This design comes from an exercise in tuning for small area and a short achievable clock period on the open sky130 flow, not from production work. In this exercise RTL edits were held to simulation tests only and were not proved equivalent to the original. In this run the design's own scripts or RTL, not TritonCTS, make the clock network. The flow treats the clock pin as an ideal source. Dropping or thinning the clock tree relies on that and would not hold on a real chip. Power figures rest on the tool's default switching activity, not on a simulated workload.

==> design/flow/design.v <==
    localparam int bf16_man_w = 7;        
    localparam int bf16_bias  = 127;
    localparam logic [7:0] exp_tiny = 8'd118;    
    localparam logic [7:0] exp_huge = 8'd134;    
    localparam logic [15:0] bf16_one  = 16'h3f80;
    localparam logic [15:0] bf16_pinf = 16'h7f80;
    localparam logic [15:0] bf16_qnan = 16'h7fc0;
    localparam logic [15:0] bf16_zero = 16'h0000;
    localparam int frac_w  = 16;
    localparam int fix_w   = 8 + frac_w;      
    localparam int unit_w  = frac_w + 1;      
    localparam int shift_w = 10;              
    localparam logic [unit_w-1:0] log2e_fix = 17'h17154;     
    localparam logic [unit_w-1:0] ln2_fix   = 17'h0b172;     
    localparam logic [unit_w-1:0] one_fix   = 17'h10000;
`default_nettype none
module exp_range_reduce
(
    input  logic        sgn,
    input  logic [6:0]  man,
    output logic [22:0] pp
);
    logic [3:0]  sel_hi;
    logic [22:0] p_hi;
    logic [18:0] p_lo;
    assign sel_hi = {sgn, man[6:4]};
    assign p_hi =
        ({23{sel_hi == 4'd0}} & 23'h2e2a80) |
        ({23{sel_hi == 4'd1}} & 23'h33efd0) |
        ({23{sel_hi == 4'd2}} & 23'h39b520) |
        ({23{sel_hi == 4'd3}} & 23'h3f7a70) |
        ({23{sel_hi == 4'd4}} & 23'h453fc0) |
        ({23{sel_hi == 4'd5}} & 23'h4b0510) |
        ({23{sel_hi == 4'd6}} & 23'h50ca60) |
        ({23{sel_hi == 4'd7}} & 23'h568fb0) |
        ({23{sel_hi == 4'd8}} & 23'h2e2a7f) |
        ({23{sel_hi == 4'd9}} & 23'h33efcf) |
        ({23{sel_hi == 4'd10}} & 23'h39b51f) |
        ({23{sel_hi == 4'd11}} & 23'h3f7a6f) |
        ({23{sel_hi == 4'd12}} & 23'h453fbf) |
        ({23{sel_hi == 4'd13}} & 23'h4b050f) |
        ({23{sel_hi == 4'd14}} & 23'h50ca5f) |
        ({23{sel_hi == 4'd15}} & 23'h568faf);
    assign p_lo =
        ({19{man[3:0] == 4'd0}} & 19'h00000) |
        ({19{man[3:0] == 4'd1}} & 19'h05c55) |
        ({19{man[3:0] == 4'd2}} & 19'h0b8aa) |
        ({19{man[3:0] == 4'd3}} & 19'h114ff) |
        ({19{man[3:0] == 4'd4}} & 19'h17154) |
        ({19{man[3:0] == 4'd5}} & 19'h1cda9) |
        ({19{man[3:0] == 4'd6}} & 19'h229fe) |
        ({19{man[3:0] == 4'd7}} & 19'h28653) |
        ({19{man[3:0] == 4'd8}} & 19'h2e2a8) |
        ({19{man[3:0] == 4'd9}} & 19'h33efd) |
        ({19{man[3:0] == 4'd10}} & 19'h39b52) |
        ({19{man[3:0] == 4'd11}} & 19'h3f7a7) |
        ({19{man[3:0] == 4'd12}} & 19'h453fc) |
        ({19{man[3:0] == 4'd13}} & 19'h4b051) |
        ({19{man[3:0] == 4'd14}} & 19'h50ca6) |
        ({19{man[3:0] == 4'd15}} & 19'h568fb);
    assign pp = p_hi + {4'b0, p_lo};
endmodule
`default_nettype wire
`default_nettype none
module exp_horner_stage
(
    input  logic [7:0] f_hi,     
    output logic [3:0] dip,      
    output logic [5:0] thr       
);
    always_comb
    begin
        case (f_hi)
        8'd0: begin dip = 4'd0; thr = 6'd63; end
        8'd1: begin dip = 4'd0; thr = 6'd28; end
        8'd2: begin dip = 4'd0; thr = 6'd63; end
        8'd3: begin dip = 4'd0; thr = 6'd63; end
        8'd4: begin dip = 4'd1; thr = 6'd19; end
        8'd5: begin dip = 4'd0; thr = 6'd63; end
        8'd6: begin dip = 4'd1; thr = 6'd63; end
        8'd7: begin dip = 4'd1; thr = 6'd7; end
        8'd8: begin dip = 4'd1; thr = 6'd63; end
        8'd9: begin dip = 4'd1; thr = 6'd63; end
        8'd10: begin dip = 4'd1; thr = 6'd63; end
        8'd11: begin dip = 4'd1; thr = 6'd63; end
        8'd12: begin dip = 4'd2; thr = 6'd47; end
        8'd13: begin dip = 4'd1; thr = 6'd63; end
        8'd14: begin dip = 4'd2; thr = 6'd63; end
        8'd15: begin dip = 4'd2; thr = 6'd35; end
        8'd16: begin dip = 4'd2; thr = 6'd63; end
        8'd17: begin dip = 4'd2; thr = 6'd63; end
        8'd18: begin dip = 4'd3; thr = 6'd23; end
        8'd19: begin dip = 4'd2; thr = 6'd63; end
        8'd20: begin dip = 4'd3; thr = 6'd63; end
        8'd21: begin dip = 4'd3; thr = 6'd3; end
        8'd22: begin dip = 4'd3; thr = 6'd63; end
        8'd23: begin dip = 4'd3; thr = 6'd47; end
        8'd24: begin dip = 4'd3; thr = 6'd63; end
        8'd25: begin dip = 4'd3; thr = 6'd63; end
        8'd26: begin dip = 4'd4; thr = 6'd31; end
        8'd27: begin dip = 4'd3; thr = 6'd63; end
        8'd28: begin dip = 4'd4; thr = 6'd63; end
        8'd29: begin dip = 4'd4; thr = 6'd7; end
        8'd30: begin dip = 4'd4; thr = 6'd63; end
        8'd31: begin dip = 4'd4; thr = 6'd47; end
        8'd32: begin dip = 4'd4; thr = 6'd63; end
        8'd33: begin dip = 4'd4; thr = 6'd63; end
        8'd34: begin dip = 4'd5; thr = 6'd27; end
        8'd35: begin dip = 4'd4; thr = 6'd63; end
        8'd36: begin dip = 4'd5; thr = 6'd63; end
        8'd37: begin dip = 4'd4; thr = 6'd63; end
        8'd38: begin dip = 4'd5; thr = 6'd63; end
        8'd39: begin dip = 4'd5; thr = 6'd39; end
        8'd40: begin dip = 4'd5; thr = 6'd63; end
        8'd41: begin dip = 4'd5; thr = 6'd63; end
        8'd42: begin dip = 4'd6; thr = 6'd13; end
        8'd43: begin dip = 4'd5; thr = 6'd63; end
        8'd44: begin dip = 4'd6; thr = 6'd47; end
        8'd45: begin dip = 4'd5; thr = 6'd63; end
        8'd46: begin dip = 4'd6; thr = 6'd63; end
        8'd47: begin dip = 4'd6; thr = 6'd23; end
        8'd48: begin dip = 4'd6; thr = 6'd63; end
        8'd49: begin dip = 4'd6; thr = 6'd55; end
        8'd50: begin dip = 4'd6; thr = 6'd63; end
        8'd51: begin dip = 4'd6; thr = 6'd63; end
        8'd52: begin dip = 4'd7; thr = 6'd23; end
        8'd53: begin dip = 4'd6; thr = 6'd63; end
        8'd54: begin dip = 4'd7; thr = 6'd55; end
        8'd55: begin dip = 4'd6; thr = 6'd63; end
        8'd56: begin dip = 4'd7; thr = 6'd63; end
        8'd57: begin dip = 4'd7; thr = 6'd31; end
        8'd58: begin dip = 4'd7; thr = 6'd63; end
        8'd59: begin dip = 4'd7; thr = 6'd51; end
        8'd60: begin dip = 4'd7; thr = 6'd63; end
        8'd61: begin dip = 4'd7; thr = 6'd63; end
        8'd62: begin dip = 4'd8; thr = 6'd15; end
        8'd63: begin dip = 4'd7; thr = 6'd63; end
        8'd64: begin dip = 4'd8; thr = 6'd47; end
        8'd65: begin dip = 4'd7; thr = 6'd63; end
        8'd66: begin dip = 4'd8; thr = 6'd63; end
        8'd67: begin dip = 4'd8; thr = 6'd7; end
        8'd68: begin dip = 4'd8; thr = 6'd63; end
        8'd69: begin dip = 4'd8; thr = 6'd35; end
        8'd70: begin dip = 4'd8; thr = 6'd63; end
        8'd71: begin dip = 4'd8; thr = 6'd63; end
        8'd72: begin dip = 4'd8; thr = 6'd63; end
        8'd73: begin dip = 4'd8; thr = 6'd63; end
        8'd74: begin dip = 4'd9; thr = 6'd15; end
        8'd75: begin dip = 4'd8; thr = 6'd63; end
        8'd76: begin dip = 4'd9; thr = 6'd31; end
        8'd77: begin dip = 4'd8; thr = 6'd63; end
        8'd78: begin dip = 4'd9; thr = 6'd59; end
        8'd79: begin dip = 4'd8; thr = 6'd63; end
        8'd80: begin dip = 4'd9; thr = 6'd63; end
        8'd81: begin dip = 4'd9; thr = 6'd15; end
        8'd82: begin dip = 4'd9; thr = 6'd63; end
        8'd83: begin dip = 4'd9; thr = 6'd31; end
        8'd84: begin dip = 4'd9; thr = 6'd63; end
        8'd85: begin dip = 4'd9; thr = 6'd55; end
        8'd86: begin dip = 4'd9; thr = 6'd63; end
        8'd87: begin dip = 4'd9; thr = 6'd63; end
        8'd88: begin dip = 4'd10; thr = 6'd7; end
        8'd89: begin dip = 4'd9; thr = 6'd63; end
        8'd90: begin dip = 4'd10; thr = 6'd31; end
        8'd91: begin dip = 4'd9; thr = 6'd63; end
        8'd92: begin dip = 4'd10; thr = 6'd39; end
        8'd93: begin dip = 4'd9; thr = 6'd63; end
        8'd94: begin dip = 4'd10; thr = 6'd47; end
        8'd95: begin dip = 4'd9; thr = 6'd63; end
        8'd96: begin dip = 4'd10; thr = 6'd63; end
        8'd97: begin dip = 4'd10; thr = 6'd7; end
        8'd98: begin dip = 4'd10; thr = 6'd63; end
        8'd99: begin dip = 4'd10; thr = 6'd15; end
        8'd100: begin dip = 4'd10; thr = 6'd63; end
        8'd101: begin dip = 4'd10; thr = 6'd31; end
        8'd102: begin dip = 4'd10; thr = 6'd63; end
        8'd103: begin dip = 4'd10; thr = 6'd45; end
        8'd104: begin dip = 4'd10; thr = 6'd63; end
        8'd105: begin dip = 4'd10; thr = 6'd47; end
        8'd106: begin dip = 4'd10; thr = 6'd63; end
        8'd107: begin dip = 4'd10; thr = 6'd63; end
        8'd108: begin dip = 4'd11; thr = 6'd3; end
        8'd109: begin dip = 4'd10; thr = 6'd63; end
        8'd110: begin dip = 4'd11; thr = 6'd15; end
        8'd111: begin dip = 4'd10; thr = 6'd63; end
        8'd112: begin dip = 4'd11; thr = 6'd21; end
        8'd113: begin dip = 4'd10; thr = 6'd63; end
        8'd114: begin dip = 4'd11; thr = 6'd31; end
        8'd115: begin dip = 4'd10; thr = 6'd63; end
        8'd116: begin dip = 4'd11; thr = 6'd35; end
        8'd117: begin dip = 4'd10; thr = 6'd63; end
        8'd118: begin dip = 4'd11; thr = 6'd47; end
        8'd119: begin dip = 4'd10; thr = 6'd63; end
        8'd120: begin dip = 4'd11; thr = 6'd47; end
        8'd121: begin dip = 4'd10; thr = 6'd63; end
        8'd122: begin dip = 4'd11; thr = 6'd55; end
        8'd123: begin dip = 4'd10; thr = 6'd63; end
        8'd124: begin dip = 4'd11; thr = 6'd55; end
        8'd125: begin dip = 4'd10; thr = 6'd63; end
        8'd126: begin dip = 4'd11; thr = 6'd59; end
        8'd127: begin dip = 4'd10; thr = 6'd63; end
        8'd128: begin dip = 4'd11; thr = 6'd63; end
        8'd129: begin dip = 4'd10; thr = 6'd63; end
        8'd130: begin dip = 4'd11; thr = 6'd63; end
        8'd131: begin dip = 4'd10; thr = 6'd63; end
        8'd132: begin dip = 4'd11; thr = 6'd63; end
        8'd133: begin dip = 4'd10; thr = 6'd63; end
        8'd134: begin dip = 4'd11; thr = 6'd63; end
        8'd135: begin dip = 4'd10; thr = 6'd63; end
        8'd136: begin dip = 4'd11; thr = 6'd63; end
        8'd137: begin dip = 4'd10; thr = 6'd63; end
        8'd138: begin dip = 4'd11; thr = 6'd63; end
        8'd139: begin dip = 4'd11; thr = 6'd7; end
        8'd140: begin dip = 4'd11; thr = 6'd63; end
        8'd141: begin dip = 4'd10; thr = 6'd63; end
        8'd142: begin dip = 4'd11; thr = 6'd59; end
        8'd143: begin dip = 4'd10; thr = 6'd63; end
        8'd144: begin dip = 4'd11; thr = 6'd59; end
        8'd145: begin dip = 4'd10; thr = 6'd63; end
        8'd146: begin dip = 4'd11; thr = 6'd55; end
        8'd147: begin dip = 4'd10; thr = 6'd63; end
        8'd148: begin dip = 4'd11; thr = 6'd49; end
        8'd149: begin dip = 4'd10; thr = 6'd63; end
        8'd150: begin dip = 4'd11; thr = 6'd47; end
        8'd151: begin dip = 4'd10; thr = 6'd63; end
        8'd152: begin dip = 4'd11; thr = 6'd47; end
        8'd153: begin dip = 4'd10; thr = 6'd63; end
        8'd154: begin dip = 4'd11; thr = 6'd33; end
        8'd155: begin dip = 4'd10; thr = 6'd63; end
        8'd156: begin dip = 4'd11; thr = 6'd23; end
        8'd157: begin dip = 4'd10; thr = 6'd63; end
        8'd158: begin dip = 4'd10; thr = 6'd63; end
        8'd159: begin dip = 4'd10; thr = 6'd63; end
        8'd160: begin dip = 4'd11; thr = 6'd15; end
        8'd161: begin dip = 4'd10; thr = 6'd63; end
        8'd162: begin dip = 4'd10; thr = 6'd63; end
        8'd163: begin dip = 4'd10; thr = 6'd55; end
        8'd164: begin dip = 4'd10; thr = 6'd63; end
        8'd165: begin dip = 4'd10; thr = 6'd51; end
        8'd166: begin dip = 4'd10; thr = 6'd63; end
        8'd167: begin dip = 4'd10; thr = 6'd39; end
        8'd168: begin dip = 4'd10; thr = 6'd63; end
        8'd169: begin dip = 4'd10; thr = 6'd15; end
        8'd170: begin dip = 4'd10; thr = 6'd63; end
        8'd171: begin dip = 4'd10; thr = 6'd15; end
        8'd172: begin dip = 4'd10; thr = 6'd63; end
        8'd173: begin dip = 4'd10; thr = 6'd3; end
        8'd174: begin dip = 4'd10; thr = 6'd63; end
        8'd175: begin dip = 4'd9; thr = 6'd63; end
        8'd176: begin dip = 4'd10; thr = 6'd39; end
        8'd177: begin dip = 4'd9; thr = 6'd63; end
        8'd178: begin dip = 4'd10; thr = 6'd27; end
        8'd179: begin dip = 4'd9; thr = 6'd63; end
        8'd180: begin dip = 4'd10; thr = 6'd11; end
        8'd181: begin dip = 4'd9; thr = 6'd63; end
        8'd182: begin dip = 4'd9; thr = 6'd63; end
        8'd183: begin dip = 4'd9; thr = 6'd47; end
        8'd184: begin dip = 4'd9; thr = 6'd63; end
        8'd185: begin dip = 4'd9; thr = 6'd31; end
        8'd186: begin dip = 4'd9; thr = 6'd63; end
        8'd187: begin dip = 4'd9; thr = 6'd13; end
        8'd188: begin dip = 4'd9; thr = 6'd59; end
        8'd189: begin dip = 4'd8; thr = 6'd63; end
        8'd190: begin dip = 4'd9; thr = 6'd31; end
        8'd191: begin dip = 4'd8; thr = 6'd63; end
        8'd192: begin dip = 4'd9; thr = 6'd31; end
        8'd193: begin dip = 4'd8; thr = 6'd63; end
        8'd194: begin dip = 4'd9; thr = 6'd3; end
        8'd195: begin dip = 4'd8; thr = 6'd63; end
        8'd196: begin dip = 4'd8; thr = 6'd63; end
        8'd197: begin dip = 4'd8; thr = 6'd31; end
        8'd198: begin dip = 4'd8; thr = 6'd63; end
        8'd199: begin dip = 4'd8; thr = 6'd15; end
        8'd200: begin dip = 4'd8; thr = 6'd55; end
        8'd201: begin dip = 4'd7; thr = 6'd63; end
        8'd202: begin dip = 4'd8; thr = 6'd31; end
        8'd203: begin dip = 4'd7; thr = 6'd63; end
        8'd204: begin dip = 4'd8; thr = 6'd15; end
        8'd205: begin dip = 4'd7; thr = 6'd51; end
        8'd206: begin dip = 4'd7; thr = 6'd63; end
        8'd207: begin dip = 4'd7; thr = 6'd31; end
        8'd208: begin dip = 4'd7; thr = 6'd63; end
        8'd209: begin dip = 4'd7; thr = 6'd7; end
        8'd210: begin dip = 4'd7; thr = 6'd47; end
        8'd211: begin dip = 4'd6; thr = 6'd63; end
        8'd212: begin dip = 4'd7; thr = 6'd27; end
        8'd213: begin dip = 4'd6; thr = 6'd63; end
        8'd214: begin dip = 4'd7; thr = 6'd7; end
        8'd215: begin dip = 4'd6; thr = 6'd47; end
        8'd216: begin dip = 4'd6; thr = 6'd63; end
        8'd217: begin dip = 4'd6; thr = 6'd15; end
        8'd218: begin dip = 4'd6; thr = 6'd63; end
        8'd219: begin dip = 4'd5; thr = 6'd63; end
        8'd220: begin dip = 4'd6; thr = 6'd27; end
        8'd221: begin dip = 4'd5; thr = 6'd63; end
        8'd222: begin dip = 4'd6; thr = 6'd3; end
        8'd223: begin dip = 4'd5; thr = 6'd37; end
        8'd224: begin dip = 4'd5; thr = 6'd63; end
        8'd225: begin dip = 4'd5; thr = 6'd15; end
        8'd226: begin dip = 4'd5; thr = 6'd47; end
        8'd227: begin dip = 4'd4; thr = 6'd63; end
        8'd228: begin dip = 4'd5; thr = 6'd23; end
        8'd229: begin dip = 4'd4; thr = 6'd55; end
        8'd230: begin dip = 4'd4; thr = 6'd63; end
        8'd231: begin dip = 4'd4; thr = 6'd23; end
        8'd232: begin dip = 4'd4; thr = 6'd63; end
        8'd233: begin dip = 4'd3; thr = 6'd63; end
        8'd234: begin dip = 4'd4; thr = 6'd29; end
        8'd235: begin dip = 4'd3; thr = 6'd63; end
        8'd236: begin dip = 4'd3; thr = 6'd63; end
        8'd237: begin dip = 4'd3; thr = 6'd35; end
        8'd238: begin dip = 4'd3; thr = 6'd63; end
        8'd239: begin dip = 4'd2; thr = 6'd63; end
        8'd240: begin dip = 4'd3; thr = 6'd31; end
        8'd241: begin dip = 4'd2; thr = 6'd63; end
        8'd242: begin dip = 4'd3; thr = 6'd3; end
        8'd243: begin dip = 4'd2; thr = 6'd31; end
        8'd244: begin dip = 4'd2; thr = 6'd63; end
        8'd245: begin dip = 4'd1; thr = 6'd63; end
        8'd246: begin dip = 4'd2; thr = 6'd31; end
        8'd247: begin dip = 4'd1; thr = 6'd63; end
        8'd248: begin dip = 4'd1; thr = 6'd63; end
        8'd249: begin dip = 4'd1; thr = 6'd27; end
        8'd250: begin dip = 4'd1; thr = 6'd59; end
        8'd251: begin dip = 4'd0; thr = 6'd63; end
        8'd252: begin dip = 4'd1; thr = 6'd23; end
        8'd253: begin dip = 4'd0; thr = 6'd53; end
        8'd254: begin dip = 4'd0; thr = 6'd63; end
        8'd255: begin dip = 4'd0; thr = 6'd19; end
        default: begin dip = 4'd0; thr = 6'd0; end
        endcase
    end
endmodule
`default_nettype wire
`default_nettype none
module exp_result_pack
(
    input  logic [7:0]  e_pre,       
    input  logic [6:0]  bh,          
    input  logic [3:0]  dip,         
    input  logic        inc,         
    input  logic        sgn,
    input  logic        f_nan,       
    input  logic        sat_def,     
    input  logic        sat_edge,    
    output logic [15:0] res
);
    localparam int bf16_man_w = 7;        
    localparam int bf16_bias  = 127;
    localparam logic [7:0] exp_tiny = 8'd118;    
    localparam logic [7:0] exp_huge = 8'd134;    
    localparam logic [15:0] bf16_one  = 16'h3f80;
    localparam logic [15:0] bf16_pinf = 16'h7f80;
    localparam logic [15:0] bf16_qnan = 16'h7fc0;
    localparam logic [15:0] bf16_zero = 16'h0000;
    localparam int frac_w  = 16;
    localparam int fix_w   = 8 + frac_w;      
    localparam int unit_w  = frac_w + 1;      
    localparam int shift_w = 10;              
    localparam logic [unit_w-1:0] log2e_fix = 17'h17154;     
    localparam logic [unit_w-1:0] ln2_fix   = 17'h0b172;     
    localparam logic [unit_w-1:0] one_fix   = 17'h10000;
    logic [7:0]  g;          
    logic [14:0] sum;
    logic        carry;
    logic        sat;
    assign g     = {1'b0, bh} - {4'b0, dip} + {7'b0, inc};
    assign carry = g[7];
    assign sum   = {e_pre + {7'b0, carry}, g[6:0]};
    assign sat   = sat_def || (sat_edge && (carry ^ sgn));
    always_comb
    begin
        if (f_nan)
            res = bf16_qnan;
        else if (sat)
            res = sgn ? bf16_zero : bf16_pinf;
        else
            res = {1'b0, sum};
    end
endmodule
`default_nettype wire
`default_nettype none
module exp_bf16_top
(
    input  logic        clk,
    input  logic        rst,
    input  logic        valid_i,
    input  logic [15:0] data_i,
    output logic        valid_o,
    output logic [15:0] data_o
);
    localparam int bf16_man_w = 7;        
    localparam int bf16_bias  = 127;
    localparam logic [7:0] exp_tiny = 8'd118;    
    localparam logic [7:0] exp_huge = 8'd134;    
    localparam logic [15:0] bf16_one  = 16'h3f80;
    localparam logic [15:0] bf16_pinf = 16'h7f80;
    localparam logic [15:0] bf16_qnan = 16'h7fc0;
    localparam logic [15:0] bf16_zero = 16'h0000;
    localparam int frac_w  = 16;
    localparam int fix_w   = 8 + frac_w;      
    localparam int unit_w  = frac_w + 1;      
    localparam int shift_w = 10;              
    localparam logic [unit_w-1:0] log2e_fix = 17'h17154;     
    localparam logic [unit_w-1:0] ln2_fix   = 17'h0b172;     
    localparam logic [unit_w-1:0] one_fix   = 17'h10000;
    logic [4:0] v;       
    always_ff @(posedge clk)
    begin
        if (rst)
            v <= '0;
        else
            v <= {v[3:0], valid_i};
    end
    assign valid_o = v[4];
    logic [15:0] d1;
    always_ff @(posedge clk)
        d1 <= data_i;
    logic        sgn;
    logic [7:0]  exp_b;
    logic [6:0]  man;
    logic [22:0] pp_c;
    assign sgn   = d1[15];
    assign exp_b = d1[14:7];
    assign man   = d1[6:0];
    exp_range_reduce i_reduce
    (
        .sgn (sgn),
        .man (man),
        .pp  (pp_c)
    );
    logic        s2;
    logic        nan2;
    logic        sat2;
    logic        one2;
    logic [3:0]  sh2;
    logic [22:0] pp2;
    always_ff @(posedge clk)
    begin
        s2   <= sgn;
        nan2 <= exp_b == 8'hff && man != '0;
        sat2 <= exp_b >= exp_huge;
        one2 <= exp_b < exp_tiny;
        sh2  <= exp_b[3:0] - 4'd6;       
        pp2  <= pp_c;
    end
    logic [22:0] px_c;       
    logic [37:0] q_c;
    logic [21:0] t_c;        
    assign px_c = pp2 ^ {23{s2}};
    assign q_c  = {{15{s2}}, px_c} << sh2;
    assign t_c  = q_c[37:16];
    logic        s3;
    logic        nan3;
    logic        one3;
    logic [7:0]  f3_hi;      
    logic [5:0]  f3_lo;      
    logic [7:0]  n3;         
    always_ff @(posedge clk)
    begin
        s3    <= s2 && !one2;
        nan3  <= nan2;
        one3  <= one2;
        f3_hi <= t_c[13:6];
        f3_lo <= one2 ? 6'd0 : t_c[5:0];
        n3    <= one2 ? 8'd0 : sat2 ? {8{!s2}} : t_c[21:14];
    end
    logic [7:0]  fh_c;
    logic [3:0]  dip_c;
    logic [5:0]  thr_c;
    assign fh_c = f3_hi & ~{8{one3}};
    exp_horner_stage i_tab
    (
        .f_hi (fh_c),
        .dip  (dip_c),
        .thr  (thr_c)
    );
    logic        s4;
    logic        nan4;
    logic [6:0]  bh4;
    logic [3:0]  dip4;
    logic        inc4;
    logic [7:0]  e4;
    logic        sat_def4;
    logic        sat_edge4;
    always_ff @(posedge clk)
    begin
        s4        <= s3;
        nan4      <= nan3;
        bh4       <= fh_c[7:1];
        dip4      <= dip_c;
        inc4      <= f3_lo > thr_c;
        e4        <= n3 + 8'(bf16_bias);
        sat_def4  <= s3 ? n3 <= 8'd128 : n3 >= 8'd128;
        sat_edge4 <= s3 ? n3 == 8'd129 : n3 == 8'd127;
    end
    logic [15:0] res_c;
    exp_result_pack i_pack
    (
        .e_pre    (e4),
        .bh       (bh4),
        .dip      (dip4),
        .inc      (inc4),
        .sgn      (s4),
        .f_nan    (nan4),
        .sat_def  (sat_def4),
        .sat_edge (sat_edge4),
        .res      (res_c)
    );
    always_ff @(posedge clk)
        data_o <= res_c;
endmodule
`default_nettype wire
==> design/flow/flow/run.sh <==
#!/bin/bash
# The standard layout, with three changes to how it is made (the clock
# period and every constraint stay the design's):
# - repair_timing aims for more setup slack than the design's period leaves;
# - the ports get plain buffers instead of delay cells;
# - the clock network is four clock buffers fed by the clock port, one per
#   quarter of the registers, instead of TritonCTS's two-level H-tree
#   (flow/clock_pre_cts.tcl).
set -euo pipefail
here=$(pwd)
bash standard.sh SETUP_SLACK_MARGIN=8.6 \
  "BUFFER_PORTS_ARGS=-buffer_cell sky130_fd_sc_hd__buf_1" \
  "PRE_CTS_TCL=$here/flow/clock_pre_cts.tcl" \
  finish > standard_flow.log 2>&1
==> design/flow/flow/clock_pre_cts.tcl <==
# Clock network in place of TritonCTS: the clock port drives four
# clkbuf_16, one per quarter of the registers (split at the median x, then
# at the median y of each half), each placed at the centre of its
# registers. Every register is one buffer away from the port, so the
# clock arrives at them all alike. Sourced by ORFS's cts.tcl as
# PRE_CTS_TCL; clock_tree_synthesis is then skipped, and the rest of
# cts.tcl (legalisation, repair_timing) runs as usual.
set block [ord::get_db_block]
set db [ord::get_db]
set clknet [$block findNet clk]
set master [$db findMaster sky130_fd_sc_hd__clkbuf_16]
set sinks {}
foreach it [$clknet getITerms] {
  set b [[$it getInst] getBBox]
  lappend sinks [list $it [expr {([$b xMin] + [$b xMax]) / 2}] [expr {([$b yMin] + [$b yMax]) / 2}]]
}
proc halves {items idx} {
  set s [lsort -integer -index $idx $items]
  set h [expr {[llength $s] / 2}]
  return [list [lrange $s 0 [expr {$h - 1}]] [lrange $s $h end]]
}
set groups {}
foreach half [halves $sinks 1] {
  foreach q [halves $half 2] { lappend groups $q }
}
set k 0
foreach g $groups {
  set sx 0; set sy 0
  foreach s $g { set sx [expr {$sx + [lindex $s 1]}]; set sy [expr {$sy + [lindex $s 2]}] }
  set n [llength $g]
  set inst [odb::dbInst_create $block $master clkbuf_q$k]
  $inst setLocation [expr {$sx / $n}] [expr {$sy / $n}]
  $inst setPlacementStatus PLACED
  set net [odb::dbNet_create $block clknet_q$k]
  $net setSigType CLOCK
  [$inst findITerm A] connect $clknet
  [$inst findITerm X] connect $net
  foreach s $g { set it [lindex $s 0]; $it disconnect; $it connect $net }
  puts "clock buffer clkbuf_q$k: $n registers"
  incr k
}
proc clock_tree_synthesis {args} {
  puts "clock_tree_synthesis skipped: the clock network was built by clock_pre_cts.tcl"
}
==> design/flow/standard.sh <==
#!/bin/bash
# synth_recipe.tcl (not shown) runs the flow's synth.tcl, then flattens the netlist and writes it again
# the make line also repeats each setting of config.mk as NAME=value (left out here)
make -C /OpenROAD-flow-scripts/flow DESIGN_CONFIG=/design/flow/config.mk WORK_HOME=/design/flow/orfs CLKGATE_MAP_FILE= SYNTH_SCRIPT=/design/flow/synth_recipe.tcl "${@:-finish}"
==> design/flow/config.mk <==
export PLATFORM = sky130hd
export DESIGN_NAME = exp_bf16_top
export DESIGN_NICKNAME = exp_bf16_top
export VERILOG_FILES = /design/flow/design.v
export SDC_FILE = /design/flow/constraint.sdc
export NUM_CORES = 4
export LEC_CHECK = 0
export ABC_AREA = 1
export CAP_MARGIN = 20
export CORE_MARGIN = 2
export CORE_UTILIZATION = 60
export CTS_BUF_LIST = sky130_fd_sc_hd__clkbuf_8
export CTS_CLUSTER_SIZE = 30
export SLEW_MARGIN = 20
==> design/flow/constraint.sdc <==
create_clock -name core_clock -period 11.5 [get_ports {clk}]
set_input_delay 2.3000 -clock core_clock [delete_from_list [all_inputs] [get_ports {clk}]]
set_output_delay 2.3000 -clock core_clock [all_outputs]
set_load 0.01 [all_outputs]
==> qor.csv <==
metric,value,unit
leakage,4.093,nW
synthesis.area,0.007926,mm^2
setup_slack,8593,ps
area_growth,9.140,%
holdPathStages,0,
cp_cell_sequence,buf_6,
r2r_setup_slack,8650,ps
gp_congestion,1.008,
synth_edf_count,0,
holdWs,335.1,ps
max_freq,0.3440,GHz
ys_async_sr_fraction,0,%
final_nets,1301,
antenna_cells,0,
critical_path.endpoint_type,output pin,
yosysSeqAreaShare,29.04,%
drt_iter0_drc,677,
fin_tns_setup,0,ps
reg2regPathDepth,17,
synth_fp_nets,1281,
critPathTopFamily,flip-flops,
portBuffers,34,
grt.total_usage,28.83,%
drtAntennaViolNets,0,
core_area,0.01277,mm^2
rows,41,
finalCritPeriodShare,25.28,%
cts_hold_buf,0,
startpoint_type,register,
dieArea,0.01415,mm^2
synth_area_per_cell,6.529,um^2
clk_pin_slew,110,ps
synth_top_flop_cell,dfxtp_1,
overflow,0,
grt_pass1_vias,7548,
status,finished clean,
min_path_type,reg -> reg,
slew_violations,0,
rsz0062_at_grt,yes,
yosys_warnings,3,
hold_violations,0,
cpPeakStageDelay,330,ps
fin_skew,12.33,ps
ys_ff_latch,115,
drive_above_1_share,10.47,%
crit_buf_inv,1,
initial_utilization,62.05,%
drv_cap,0,
crit_required,9200,ps
grt_start_max_net_pins,30,
first_pass_iters,5,
r2r-end,inc4,
worstPathMaxFanout,1,
synthDistinctLibCells,52,
power.density,163.3,mW/mm^2
dieWidth,118.9,um
reg2reg_from,f3_hi[1],
tightest_slew,803.9,ps
drt-vias-per-instance,5.733,
fp.dieH,118.9,um
finalWirelength,21.11,mm
wl_per_cell,15.04,um
pre_cts_slack,7840,ps
timing.final.crit_period,2907,ps
clkLatencyLatePin,170,ps
pin_count,36,
crit_start,data_o[1],
ir_drop,0.1019,mV
postSynthCellCount,1214,
hold_end,nan3,
grt_pass1_wl,34.27,mm
relSlewSlack,45.91,%
hpwl,16.06,mm
antenna_found_initial,0,
via_count,8049,
critPathKind,reg -> out,
worstHoldStart,nan2,
critPathArrivalTime,610,ps
drc,0,
setup_viol,0,
slowest_stage,dfxtp_2,
-- power breakdown --
| group | switching [mW] | internal, mW | leakage, nW |
|---|---|---|---|
| Clock | 0.0953 | 0.0644 | 0.0493 |
| Sequential | 0.0525 | 0.486 | 0.966 |
| Combinational | 0.452 | 0.263 | 3.08 |
-- per-stage QoR --
stage / std cells / area [um^2] / util (%) / total power, mW
final: 1404 / 8651 / 67.72 / 1.412
after global routing: 1404 / 8651 / 67.72 / 1.523
after CTS: 1388 / 8302 / 64.99 / 1.320
after detailed placement: 1380 / 8095 / 63.38 / 1.177
after global placement: 1380 / 8095 / 63.38 / 1.172
after floorplan: 1214 / 7926 / - / 1.018
-- layer usage --
layer / share of wire [%] / GRT usage, % / vias up
met3: 7.3 / 2.059 / 113
met5: 0 / 0 / -
met2: 46 / 50.83 / 411
met1: 40 / 35.01 / 3522
li1: - / - / 4003
met4: 5.9 / 15.25 / 0
-- cell type report --
| cell class | count | area [um^2] |
|---|---|---|
| tap | 172 | 215.2 |
| timing repair buffer | 54 | 332.8 |
| timing repair inverter | 2 | 12.51 |
| fill | 1132 | 4123 |
| multi-input combinational | 893 | 5029 |
| inverter | 164 | 635.6 |
| sequential | 115 | 2326 |
| buffer | 4 | 100.1 |
-- Yosys cell counts (all sizes together) (4+ instances only) --
| cell | n | area, um^2 |
|---|---|---|
| a211oi | 6 | 45.04 |
| nand3 | 66 | 330.3 |
| a31oi | 4 | 25.02 |
| o21a | 8 | 60.06 |
| clkbuf | 27 | 101.4 |
| o22ai | 7 | 43.79 |
| o221ai | 7 | 61.31 |
| o21ai | 117 | 596.8 |
| inv | 161 | 604.3 |
| nor4 | 5 | 31.28 |
| buf | 16 | 95.09 |
| mux2i | 6 | 60.06 |
| nand4 | 15 | 100.1 |
| ha | 46 | 575.6 |
| xnor2 | 9 | 78.83 |
| dfxtp | 115 | 2302 |
| o211ai | 14 | 105.1 |
| xor2 | 38 | 332.8 |
| nor2 | 112 | 447.9 |
| or2 | 5 | 31.28 |
| a21oi | 81 | 405.4 |
| nor3 | 18 | 95.09 |
| nand2 | 304 | 1171 |
-- cells in the final DEF, fill, tap and decap left out, drive strengths merged, types with 8 or more instances in the layout --
cell type	Yosys	final
dfxtp	115	115
buf	16	54
nor2	112	113
nand4	15	15
nand3	66	66
ha	46	46
nand2	304	304
o211ai	14	14
nor3	18	18
o21ai	117	117
o21a	8	8
xor2	38	38
inv	161	160
a21oi	81	81
xnor2	9	9
-- logic make-up after synthesis --
family	synth area share, %
AO/OA/AOI/OAI	18.56
flip-flops	29.05
adder cells (fa/ha/maj)	7.766
buffers and inverters	10.24
AND/OR/NAND/NOR	28.38
XOR/XNOR	5.193
other	0.04731
multiplexers	0.7577
-- flip-flops by register name (all words and copies together), names as in the netlist, 4 cells and up --
name,flops
sh2,4
d1,16
bh4,7
f3_lo,6
v,5
n3,8
dip4,4
data_o,15
pp2,22
e4,8
f3_hi,8
-- worst max path at each step --
stage / endpoint / cells after the start
3_3_place_gp: inc4 / 12
3_5_place_dp: inc4 / 12
5_1_grt: inc4 / 16
6_report: data_o[1] / 1
2_1_floorplan: inc4 / 18
4_1_cts: inc4 / 16
-- what timing repair did --
action	4_1_cts	5_1_grt
pin swaps	0	13
buffers inserted	2	15
gates resized for setup	24	94
cloned	2	1
endpoints found under the setup margin	4	38

[port drivers added, routing unchanged]
Ports are ideal in the flow. The routed layout listed here was re-timed in OpenROAD.
Step 1, drivers: a clkbuf_16 drives clk and a buf_2 each remaining input, both assumed.
Step 2 adds t to the input delays and takes it off the output delays; t is the mean of the earliest and latest rising clock arrival at the registers after step 1. Input paths then give back, and output paths get back, about the clock's delay inside the block.
a / b / c = ideal ports / drivers / drivers and shift; a / b = the first two.
t (ns): 0.247
setup slack, ns: 8.593 / 8.508 / 8.649
worst data-port slew with drivers (ns): 0.03
After both steps this run still meets setup and hold. For this run, drivers alone change the setup slack by -0.085 ns; drivers and shift together by +0.056 ns.
